This is an optimization exercise on Yosys and OpenROAD, whose aim is small area, a short achievable clock period and few clock cycles, not a production implementation.
In this exercise RTL edits were held to simulation tests only and were not proved equivalent to the original.
Power and IR drop assume default switching activity.

===== config.mk =====
export PLATFORM = sky130hd
export DESIGN_NAME = ir_text_tokenizer
export DESIGN_NICKNAME = ir_text_tokenizer
export VERILOG_FILES = /design/flow/design.v
export SDC_FILE = /design/flow/constraint.sdc
export NUM_CORES = 4
export LEC_CHECK = 0
export CAP_MARGIN = 20
export CORE_MARGIN = 2
export CORE_UTILIZATION = 40
export SLEW_MARGIN = 20

===== constraint.sdc =====
create_clock -name core_clock -period 14.0 [get_ports {aclk}]
set_input_delay 2.8000 -clock core_clock [delete_from_list [all_inputs] [get_ports {aclk}]]
set_output_delay 2.8000 -clock core_clock [all_outputs]
set_load 0.01 [all_outputs]

===== run.sh =====
#!/bin/bash
# synth_recipe.tcl (not shown) runs the flow's synth.tcl, then flattens the netlist and writes it again
# the make line also repeats each setting of config.mk as NAME=value (left out here)
make -C /OpenROAD-flow-scripts/flow DESIGN_CONFIG=/design/flow/config.mk WORK_HOME=/design/flow/orfs CLKGATE_MAP_FILE= SYNTH_SCRIPT=/design/flow/synth_recipe.tcl finish

===== design.v =====
`timescale 1ns / 1ps
module ir_text_tokenizer (
    input  logic         aclk,
    input  logic         aresetn,
    input  logic         s_tvalid,
    output logic         s_tready,
    input  logic [7:0]   s_tdata,    
    input  logic         s_tuser,    
    output logic         m_tvalid,
    input  logic         m_tready,
    output logic [175:0] m_tdata,
    output logic [4:0]   m_tuser,    
    output logic         m_tlast     
);
    localparam logic [3:0] M_IDLE    = 4'd0;
    localparam logic [3:0] M_COMMENT = 4'd1;
    localparam logic [3:0] M_SEMI2   = 4'd2;
    localparam logic [3:0] M_ARROW2  = 4'd3;
    localparam logic [3:0] M_DIR     = 4'd4;
    localparam logic [3:0] M_VAL     = 4'd5;
    localparam logic [3:0] M_LAB     = 4'd6;
    localparam logic [3:0] M_IDENT   = 4'd7;
    localparam logic [3:0] M_ZERO    = 4'd8;
    localparam logic [3:0] M_DEC     = 4'd9;
    localparam logic [3:0] M_HEX     = 4'd10;
    localparam logic [4:0] K_END    = 5'd0;
    localparam logic [4:0] K_SEMI   = 5'd1;
    localparam logic [4:0] K_SEMI2  = 5'd2;
    localparam logic [4:0] K_ARROW  = 5'd3;
    localparam logic [4:0] K_COLON  = 5'd4;
    localparam logic [4:0] K_COMMA  = 5'd5;
    localparam logic [4:0] K_EQUAL  = 5'd6;
    localparam logic [4:0] K_LPAREN = 5'd7;
    localparam logic [4:0] K_RPAREN = 5'd8;
    localparam logic [4:0] K_LBRACK = 5'd9;
    localparam logic [4:0] K_RBRACK = 5'd10;
    localparam logic [4:0] K_LBRACE = 5'd11;
    localparam logic [4:0] K_RBRACE = 5'd12;
    localparam logic [4:0] K_DIR    = 5'd13;
    localparam logic [4:0] K_VAL    = 5'd14;
    localparam logic [4:0] K_LAB    = 5'd15;
    localparam logic [4:0] K_INT    = 5'd16;
    localparam logic [4:0] K_FLOAT  = 5'd17;
    localparam logic [4:0] K_IDENT  = 5'd18;
    localparam logic [4:0] K_UNEXP  = 5'd19;
    logic       iv, iend, sv, send;
    logic [7:0] idata, sdata;
    logic       consume;             
    assign s_tready = !sv;
    always_ff @(posedge aclk) begin
        if (!aresetn) begin
            iv <= 1'b0;
            sv <= 1'b0;
        end else if (!iv || consume) begin
            iv <= sv || s_tvalid;
            sv <= 1'b0;
        end else if (s_tvalid && !sv) begin
            sv <= 1'b1;
        end
    end
    always_ff @(posedge aclk) begin
        if (!iv || consume) begin
            if (sv) begin
                iend  <= send;
                idata <= sdata;
            end else begin
                iend  <= s_tuser;
                idata <= s_tdata;
            end
        end
        if (!sv) begin
            send  <= s_tuser;
            sdata <= s_tdata;
        end
    end
    logic        hv;                 
    logic [7:0]  c;                  
    logic [3:0]  mode;
    logic        fneg, fpoint, big;
    logic [15:0] ln, cl, of, tl, tc, to;
    logic [63:0] acc;
    logic        ov, olast;
    logic [4:0]  okind;
    logic [15:0] oline, ocol, ooff, olen;
    logic [63:0] oval;
    logic fire;
    assign fire = iv && (!ov || m_tready);
    logic c_digit, c_lower, c_upper, c_start, c_body, c_hex, c_ws, c_lf;
    logic c_semi, c_slash, c_minus, c_x, c_sigil, c_single;
    logic [4:0] c_kind;
    logic [3:0] c_dig;
    always_comb begin
        c_digit = (c >= 8'h30) && (c <= 8'h39);
        c_lower = (c >= 8'h61) && (c <= 8'h7A);
        c_upper = (c >= 8'h41) && (c <= 8'h5A);
        c_start = c_lower || c_upper || (c == 8'h5F);
        c_body  = c_start || c_digit || (c == 8'h2E);
        c_hex   = c_digit || ((c >= 8'h61) && (c <= 8'h66)) || ((c >= 8'h41) && (c <= 8'h46));
        c_lf    = (c == 8'h0A);
        c_ws    = (c == 8'h20) || (c == 8'h09) || (c == 8'h0D) || c_lf;
        c_semi  = (c == 8'h3B);
        c_slash = (c == 8'h2F);
        c_minus = (c == 8'h2D);
        c_x     = (c == 8'h78) || (c == 8'h58);
        c_sigil = (c == 8'h40) || (c == 8'h25) || (c == 8'h2E);
        c_single = 1'b1;
        case (c)
            8'h3A:   c_kind = K_COLON;
            8'h2C:   c_kind = K_COMMA;
            8'h3D:   c_kind = K_EQUAL;
            8'h28:   c_kind = K_LPAREN;
            8'h29:   c_kind = K_RPAREN;
            8'h5B:   c_kind = K_LBRACK;
            8'h5D:   c_kind = K_RBRACK;
            8'h7B:   c_kind = K_LBRACE;
            8'h7D:   c_kind = K_RBRACE;
            default: begin c_kind = K_UNEXP; c_single = 1'b0; end
        endcase
        c_dig = c_digit ? c[3:0] : (c[3:0] + 4'd9);
    end
    logic n_slash, n_semi, n_gt, n_digit;
    always_comb begin
        n_slash = !iend && (idata == 8'h2F);
        n_semi  = !iend && (idata == 8'h3B);
        n_gt    = !iend && (idata == 8'h3E);
        n_digit = !iend && (idata >= 8'h30) && (idata <= 8'h39);
    end
    logic is_num, is_name, is_open;
    assign is_num  = mode[3];
    assign is_name = !mode[3] && mode[2];
    assign is_open = is_num || is_name;
    logic [4:0] open_kind;
    always_comb begin
        case (mode)
            M_DIR:   open_kind = K_DIR;
            M_VAL:   open_kind = K_VAL;
            M_LAB:   open_kind = K_LAB;
            M_IDENT: open_kind = K_IDENT;
            M_SEMI2: open_kind = K_SEMI2;
            M_ARROW2: open_kind = K_ARROW;
            default: open_kind = fpoint ? K_FLOAT : K_INT;
        endcase
    end
    logic        hexm;
    logic [66:0] sdec;
    logic [63:0] acc_step;
    logic        big_step;
    always_comb begin
        hexm = (mode == M_HEX);
        sdec = {acc, 3'b000} + {2'b00, acc, 1'b0} +
               {62'd0, (fneg ? {1'b0, c[3:0]} + 5'd9 : {1'b0, c[3:0]})};
        if (hexm) begin
            acc_step = {acc[59:0], c_dig};
            big_step = (acc[62:59] != 4'd0);
        end else begin
            acc_step = sdec[63:0];
            big_step = !acc[63] && ((sdec[66:63] != 4'd0) || (fneg && (&sdec[62:0])));
        end
    end
    logic        closeA;             
    logic        emitB;              
    logic [4:0]  bkind;
    logic        idle_path;          
    logic [3:0]  mode_n;
    logic        start, start_sig;   
    logic        acc_digit, acc_start_d, acc_start_neg;
    logic        point_set;
    logic        advance;            
    always_comb begin
        closeA = 1'b0;
        emitB = 1'b0;
        bkind = K_UNEXP;
        idle_path = 1'b0;
        mode_n = mode;
        start = 1'b0;
        start_sig = 1'b0;
        acc_digit = 1'b0;
        acc_start_d = 1'b0;
        acc_start_neg = 1'b0;
        point_set = 1'b0;
        case (mode)
            M_COMMENT: begin
                if (c_lf) mode_n = M_IDLE;
            end
            M_SEMI2, M_ARROW2: begin
                closeA = 1'b1;
                mode_n = M_IDLE;
            end
            M_DIR, M_VAL, M_LAB, M_IDENT: begin
                if (!c_body) begin
                    closeA = 1'b1;
                    idle_path = 1'b1;
                end
            end
            M_ZERO, M_DEC: begin
                if ((mode == M_ZERO) && c_x) begin
                    mode_n = M_HEX;
                end else if (c_digit) begin
                    mode_n = M_DEC;
                    acc_digit = !fpoint;
                end else if ((c == 8'h2E) && !fpoint && n_digit) begin
                    mode_n = M_DEC;
                    point_set = 1'b1;
                end else begin
                    closeA = 1'b1;
                    idle_path = 1'b1;
                end
            end
            M_HEX: begin
                if (c_hex) begin
                    acc_digit = 1'b1;
                end else begin
                    closeA = 1'b1;
                    idle_path = 1'b1;
                end
            end
            default: idle_path = 1'b1;
        endcase
        if (idle_path) begin
            mode_n = M_IDLE;
            if (c_ws) begin
            end else if (c_slash && n_slash) begin
                mode_n = M_COMMENT;
            end else if (c_semi) begin
                start = 1'b1;
                if (n_semi) mode_n = M_SEMI2;
                else begin emitB = 1'b1; bkind = K_SEMI; end
            end else if (c_minus && n_gt) begin
                start = 1'b1;
                mode_n = M_ARROW2;
            end else if (c_single) begin
                emitB = 1'b1;
                bkind = c_kind;
            end else if (c_sigil) begin
                start = 1'b1;
                start_sig = 1'b1;
                mode_n = (c == 8'h40) ? M_DIR : (c == 8'h25) ? M_VAL : M_LAB;
            end else if (c_digit || (c_minus && n_digit)) begin
                start = 1'b1;
                acc_start_d = c_digit;
                acc_start_neg = !c_digit;
                mode_n = (c == 8'h30) ? M_ZERO : M_DEC;
            end else if (c_start) begin
                start = 1'b1;
                mode_n = M_IDENT;
            end else begin
                emitB = 1'b1;
                bkind = K_UNEXP;
            end
        end
    end
    logic judge, split, emitT, emitD, emit;
    always_comb begin
        judge = hv;
        split = judge && closeA && emitB;           
        emitT = (judge && closeA) || (!hv && iend && is_open);
        emitD = !hv && iend && !is_open;
        emit  = emitT || (judge && emitB) || emitD;
        advance = judge && !split;
        consume = fire && ((judge && !split && !iend) || (!hv && (!iend || !is_open)));
    end
    logic [15:0] ln_n, cl_n;
    always_comb begin
        ln_n = ln;
        cl_n = cl;
        if (c_lf) begin
            if (ln != 16'hFFFF) ln_n = ln + 16'd1;
            cl_n = 16'd1;
        end else if (cl != 16'hFFFF) begin
            cl_n = cl + 16'd1;
        end
    end
    always_ff @(posedge aclk) begin
        if (!aresetn) begin
            hv   <= 1'b0;
            mode <= M_IDLE;
            ln   <= 16'd1;
            cl   <= 16'd1;
            of   <= 16'd0;
        end else if (fire) begin
            if (split) begin
                mode <= M_IDLE;
            end else if (judge) begin
                mode <= mode_n;
                ln   <= ln_n;
                cl   <= cl_n;
                of   <= of + 16'd1;
                hv   <= !iend;
            end else begin
                if (iend) mode <= M_IDLE;
                else hv <= 1'b1;
            end
        end
    end
    always_ff @(posedge aclk) begin
        if (fire) begin
            if (!hv) c <= idata;
            else if (advance) c <= idata;
            if (advance) begin
                if (start) begin
                    tl <= ln;
                    tc <= cl;
                    to <= start_sig ? of + 16'd1 : of;
                end
                if (acc_start_d || acc_start_neg) begin
                    fneg   <= acc_start_neg;
                    fpoint <= 1'b0;
                    big    <= 1'b0;
                    acc    <= acc_start_d ? {60'd0, c[3:0]} : {64{1'b1}};
                end else if (acc_digit) begin
                    acc <= acc_step;
                    big <= big || big_step;
                end
                if (point_set) fpoint <= 1'b1;
            end
        end
    end
    logic [63:0] tval;
    always_comb begin
        if (!is_num || fpoint) tval = 64'd0;
        else if (big) tval = fneg ? 64'h8000000000000000 : 64'h7FFFFFFFFFFFFFFF;
        else tval = acc ^ {64{fneg}};
    end
    always_ff @(posedge aclk) begin
        if (!aresetn) ov <= 1'b0;
        else if (fire) ov <= emit;
        else if (m_tready) ov <= 1'b0;
    end
    always_ff @(posedge aclk) begin
        if (fire && emit) begin
            olast <= emitD || (!iend && !split);
            if (emitT) begin
                okind <= open_kind;
                oline <= tl;
                ocol  <= tc;
                ooff  <= to;
                olen  <= ((mode == M_SEMI2) || (mode == M_ARROW2)) ? 16'd2 : of - to;
                oval  <= tval;
            end else begin
                okind <= emitD ? K_END : bkind;
                oline <= ln;
                ocol  <= cl;
                ooff  <= of;
                olen  <= {15'd0, !emitD};
                oval  <= 64'd0;
            end
        end
    end
    assign m_tvalid = ov;
    assign m_tlast  = olast;
    assign m_tuser  = okind;
    assign m_tdata  = {oval, 16'd0, olen, 16'd0, ooff, 8'd0, ocol, 8'd0, oline};
endmodule

==> metrics.md <==
| Metric | Value |
|---|---|
| RSZ-0062 raised after global routing | false |
| Core Area | 53800 um^2 |
| Htree depth | 2 |
| VDD IR max | 82.9 uV |
| NumNets Final | 2497 |
| Initial core utilization | 40.5% |
| Xor/xnor cell area share of the yosys netlist | 6.63% |
| GRT overflow | 0 |
| GRT Util Overall | 20.7% |
| Final Skew | 0.0169 ns |
| Worst Path Required | 14.20 ns |
| P_leak | 9.57 nW |
| Max Root-Sink Buffers | 3 |
| Hold path cells | 0 |
| Crit-path max FO | 67 |
| P per Cell Area | 89.3 nW/um^2 |
| Post-route DRC | 0 |
| Vias | 17170 |
| CTS tree | done |
| Clock sinks | 331 |
| Worst-Skew Late Latency | 0.58 ns |
| Post-CTS resize count | 0 |
| Top_reg_cell synth | edfxtp_1 |
| Synth Area in Simple Gates | 17.5% |
| Yosys top cell area share | 36.6% |
| Number of global-route vias before repair | 16547 |
| # setup viols final | 0 |
| Synth area leader | edfxtp_1 |
| HPWL after DPL | 43600 um |
| DIE AREA | 56400 um^2 |
| Total of max-cap violations | 0 |
| Die H | 238 um |
| Startpoint Class | input port |
| Worst Reg-to-Reg Cells | 18 |
| Setup crit end kind | flop |
| Initial antenna violation count | 0 |
| Share of cells above drive strength 1 | 7.29% |
| Asr flop ratio synth | 0% |
| Post-route clock period utilization | 40.9% |
| Worst Tran Pin Value | 1.03 ns |
| ANT nets after route | 0 |
| Fin. max-slew vios | 0 |
| Mux cell area share after synthesis | 4.41% |
| Fin util | 46.5% |
| Fin. Hold Viols | 0 |
| Worst hold path type | flop to flop |
| Die Wd | 238 um |
| WS Path Type | input port to flop |
| Setup TNS | 0 ns |
| Crit path DAT | 5.93 ns |
| Row count | 85 |
| Root Buffer | clkbuf_16 |
| Tot Pwr | 2.23 mW |
| Port buffer count | 148 |
| DR iter-0 viols | 1253 |
| Seq/Total Area, Yosys | 42.6% |
| # diodes | 0 |
| Max Freq | 174 MHz |
| Warnings, synthesis | 1 |
| Cts hold-fix bufs | 0 |
| Cell Area, Placed | 23700 um^2 |
| Global-route wire length before repair | 93400 um |
| TritonCTS buffer count | 39 |
| I/O pin total | 197 |
| Setup bufs post-CTS | 0 |
| Count of different cell masters after synthesis | 96 |
| Post-Syn Area | 21800 um^2 |
| Design area | 25000 um^2 |
| Area grow syn2layout | 14.6% |
| Main combinational cell family by area after synthesis | simple AND/OR/NAND/NOR gates |
| CTS clk-pin slew, worst paths | 0.06 ns |
| Synth Register Bits | 331 |
| Synth Area in Compound Gates | 15.1% |
| Final min period | 5.73 ns |
| Slew Limit Headroom | 31.1% |
| Drt wl/cell | 19.2 um |
| Fill cell count | 5048 |
| GPL Wtd Cong | 0.921 |
| Vias/cell | 5.62 |
| Top area cells in the synthesized netlist | edfxtp_1 (37%), ha_1 (8.5%), dfxtp_1 (6.0%) |
| Status | no timing/DRC/antenna violations |
| Largest net degree at the start of global routing | 72 |
| Adder-cell share of the synthesized area | 8.91% |
| Post-Syn Instances | 2233 |
| Drt total wl | 58700 um |
| Number of iterations in the first detailed-routing pass | 8 |
| Number of synthesized flops with an enable pin | 266 |
| Syn Area/Cell | 9.77 um^2 |
layout by cell type (no fill, tap or decap), drive strengths merged, types with 33 or more instances in the layout:
| master | netlist | final |
|---|---|---|
| mux2 | 56 | 56 |
| conb | 1 | 48 |
| dfxtp | 65 | 65 |
| edfxtp | 266 | 266 |
| nand4 | 47 | 47 |
| nor3 | 48 | 48 |
| nor2 | 265 | 265 |
| clkbuf | 67 | 54 |
| nand2 | 154 | 154 |
| xor2 | 107 | 107 |
| xnor2 | 58 | 58 |
| a21o | 40 | 40 |
| and2 | 36 | 36 |
| nand3 | 62 | 62 |
| and3 | 33 | 33 |
| mux2i | 33 | 33 |
| ha | 149 | 149 |
| clkdlybuf4s50 | 0 | 148 |
| inv | 60 | 63 |
| o21ai | 156 | 156 |
| a21oi | 115 | 115 |
routing by layer:
metal	global-route usage, %	wire [um]	vias to the layer above
met5	0	0	-
met4	5.47	1220	0
met3	2.62	2740	82
met2	33.1	26800	482
met1	29.6	28000	8292
li1	-	-	8314
metrics by stage:
| stage | std cells | hold WS, ns | setup slack, ns |
|---|---|---|---|
| after floorplan | 2280 | 0.408 | 4.47 |
| after global placement | 2986 | 0.413 | 7.70 |
| after detailed placement | 2986 | 0.417 | 7.59 |
| after CTS | 3057 | 0.431 | 8.19 |
| after global routing | 3057 | 0.461 | 8.01 |
| final | 3057 | 0.432 | 8.27 |
state kept, by name (all words and copies together), names as in the netlist, 4 cells and up:
register	cells
acc	64
c	8
cl	16
idata	8
ln	16
mode	4
ocol	16
of	16
okind	5
olen	16
oline	16
ooff	16
oval	64
sdata	8
tc	16
tl	16
to	16
worst max-delay path, stage by stage:
cell and delay (ns):
clkdlybuf4s50_1 0.47, nand2b_1 0.17, nand2_1 0.37, nor2_4 0.56
buf_4 0.65, buf_4 0.76
cells in the mapped netlist (all sizes together), types with 7 or more instances:
master,number
inv,60
or2,7
o21ai,156
o21bai,10
nand2,154
a211oi,20
and4,9
nor4,20
xor2,107
a31oi,12
a21oi,115
clkbuf,67
a21boi,22
nor2b,28
o31ai,11
mux2i,33
or3,17
and2,36
nand4,47
mux2,56
and3,33
a21o,40
xnor2,58
nand3,62
nor3,48
edfxtp,266
buf,87
nand2b,18
dfxtp,65
o211ai,23
nor2,265
o21a,24
ha,149
where the power goes:
part,switching [mW],internal [mW]
Clock,0.427,0.606
Combinational,0.0663,0.0451
Sequential,0.0120,1.08
Total,0.505,1.73
worst paths after layout:
kind	from	end	slack, ns
worst max-delay path	m_tready	oval[48]	8.27
worst min-delay path	ln[10]	tl[10]	0.43
worst max register to register	c[0]	big	8.48
worst min register to register	ln[10]	tl[10]	0.43
kinds of logic (layout without fill, tap and decap cells):
logic type | count (synthesis) | after routing
AND/OR/NAND/NOR | 772 | 772
AO/OA/AOI/OAI | 508 | 508
multiplexers | 89 | 89
buffers and inverters | 214 | 295
adder cells (fa/ha/maj) | 153 | 153
XOR/XNOR | 165 | 165
flip-flops | 331 | 331
other | 1 | 48
area by class of cell:
type | count | area (um^2) | area share (%)
clock buffers | 54 | 1080 | 4.33
clock inverters | 17 | 231 | 0.926
inverters | 60 | 225 | 0.901
multi-input cells | 1735 | 11700 | 46.8
flip-flops and latches | 331 | 9290 | 37.2
well taps | 696 | 871 | 3.48
repair buffers | 164 | 1600 | 6.41
Testbench counts, summed over its fixed seeds: cycles 22,144.

[re-timing with driven ports]
The results above use ideal ports. As a check the final layout listed here was re-extracted and re-timed, cells and wires unchanged.
Step 1, drivers: a clkbuf_16 drives aclk and a buf_2 each remaining input, both assumed.
Step 2 times the ports against the registers' clock, not the clock port: input delays grow and output delays shrink by t, the midpoint of the rising clock arrivals with the driver on.
Three values: no drivers, after step 1, after step 2; two values: the first two.
shift t [ns]: 0.625
setup WS [ns]: 8.269 / 8.298 / 7.674
worst hold slack (ns): 0.432 / 0.432 / 0.432
worst register clock-pin slew, ns: 0.06 / 0.06
pins driven straight from the clock port: 1
After both steps this run still meets setup and hold. For this run, drivers alone change the setup slack by +0.029 ns; drivers and shift together by -0.595 ns.
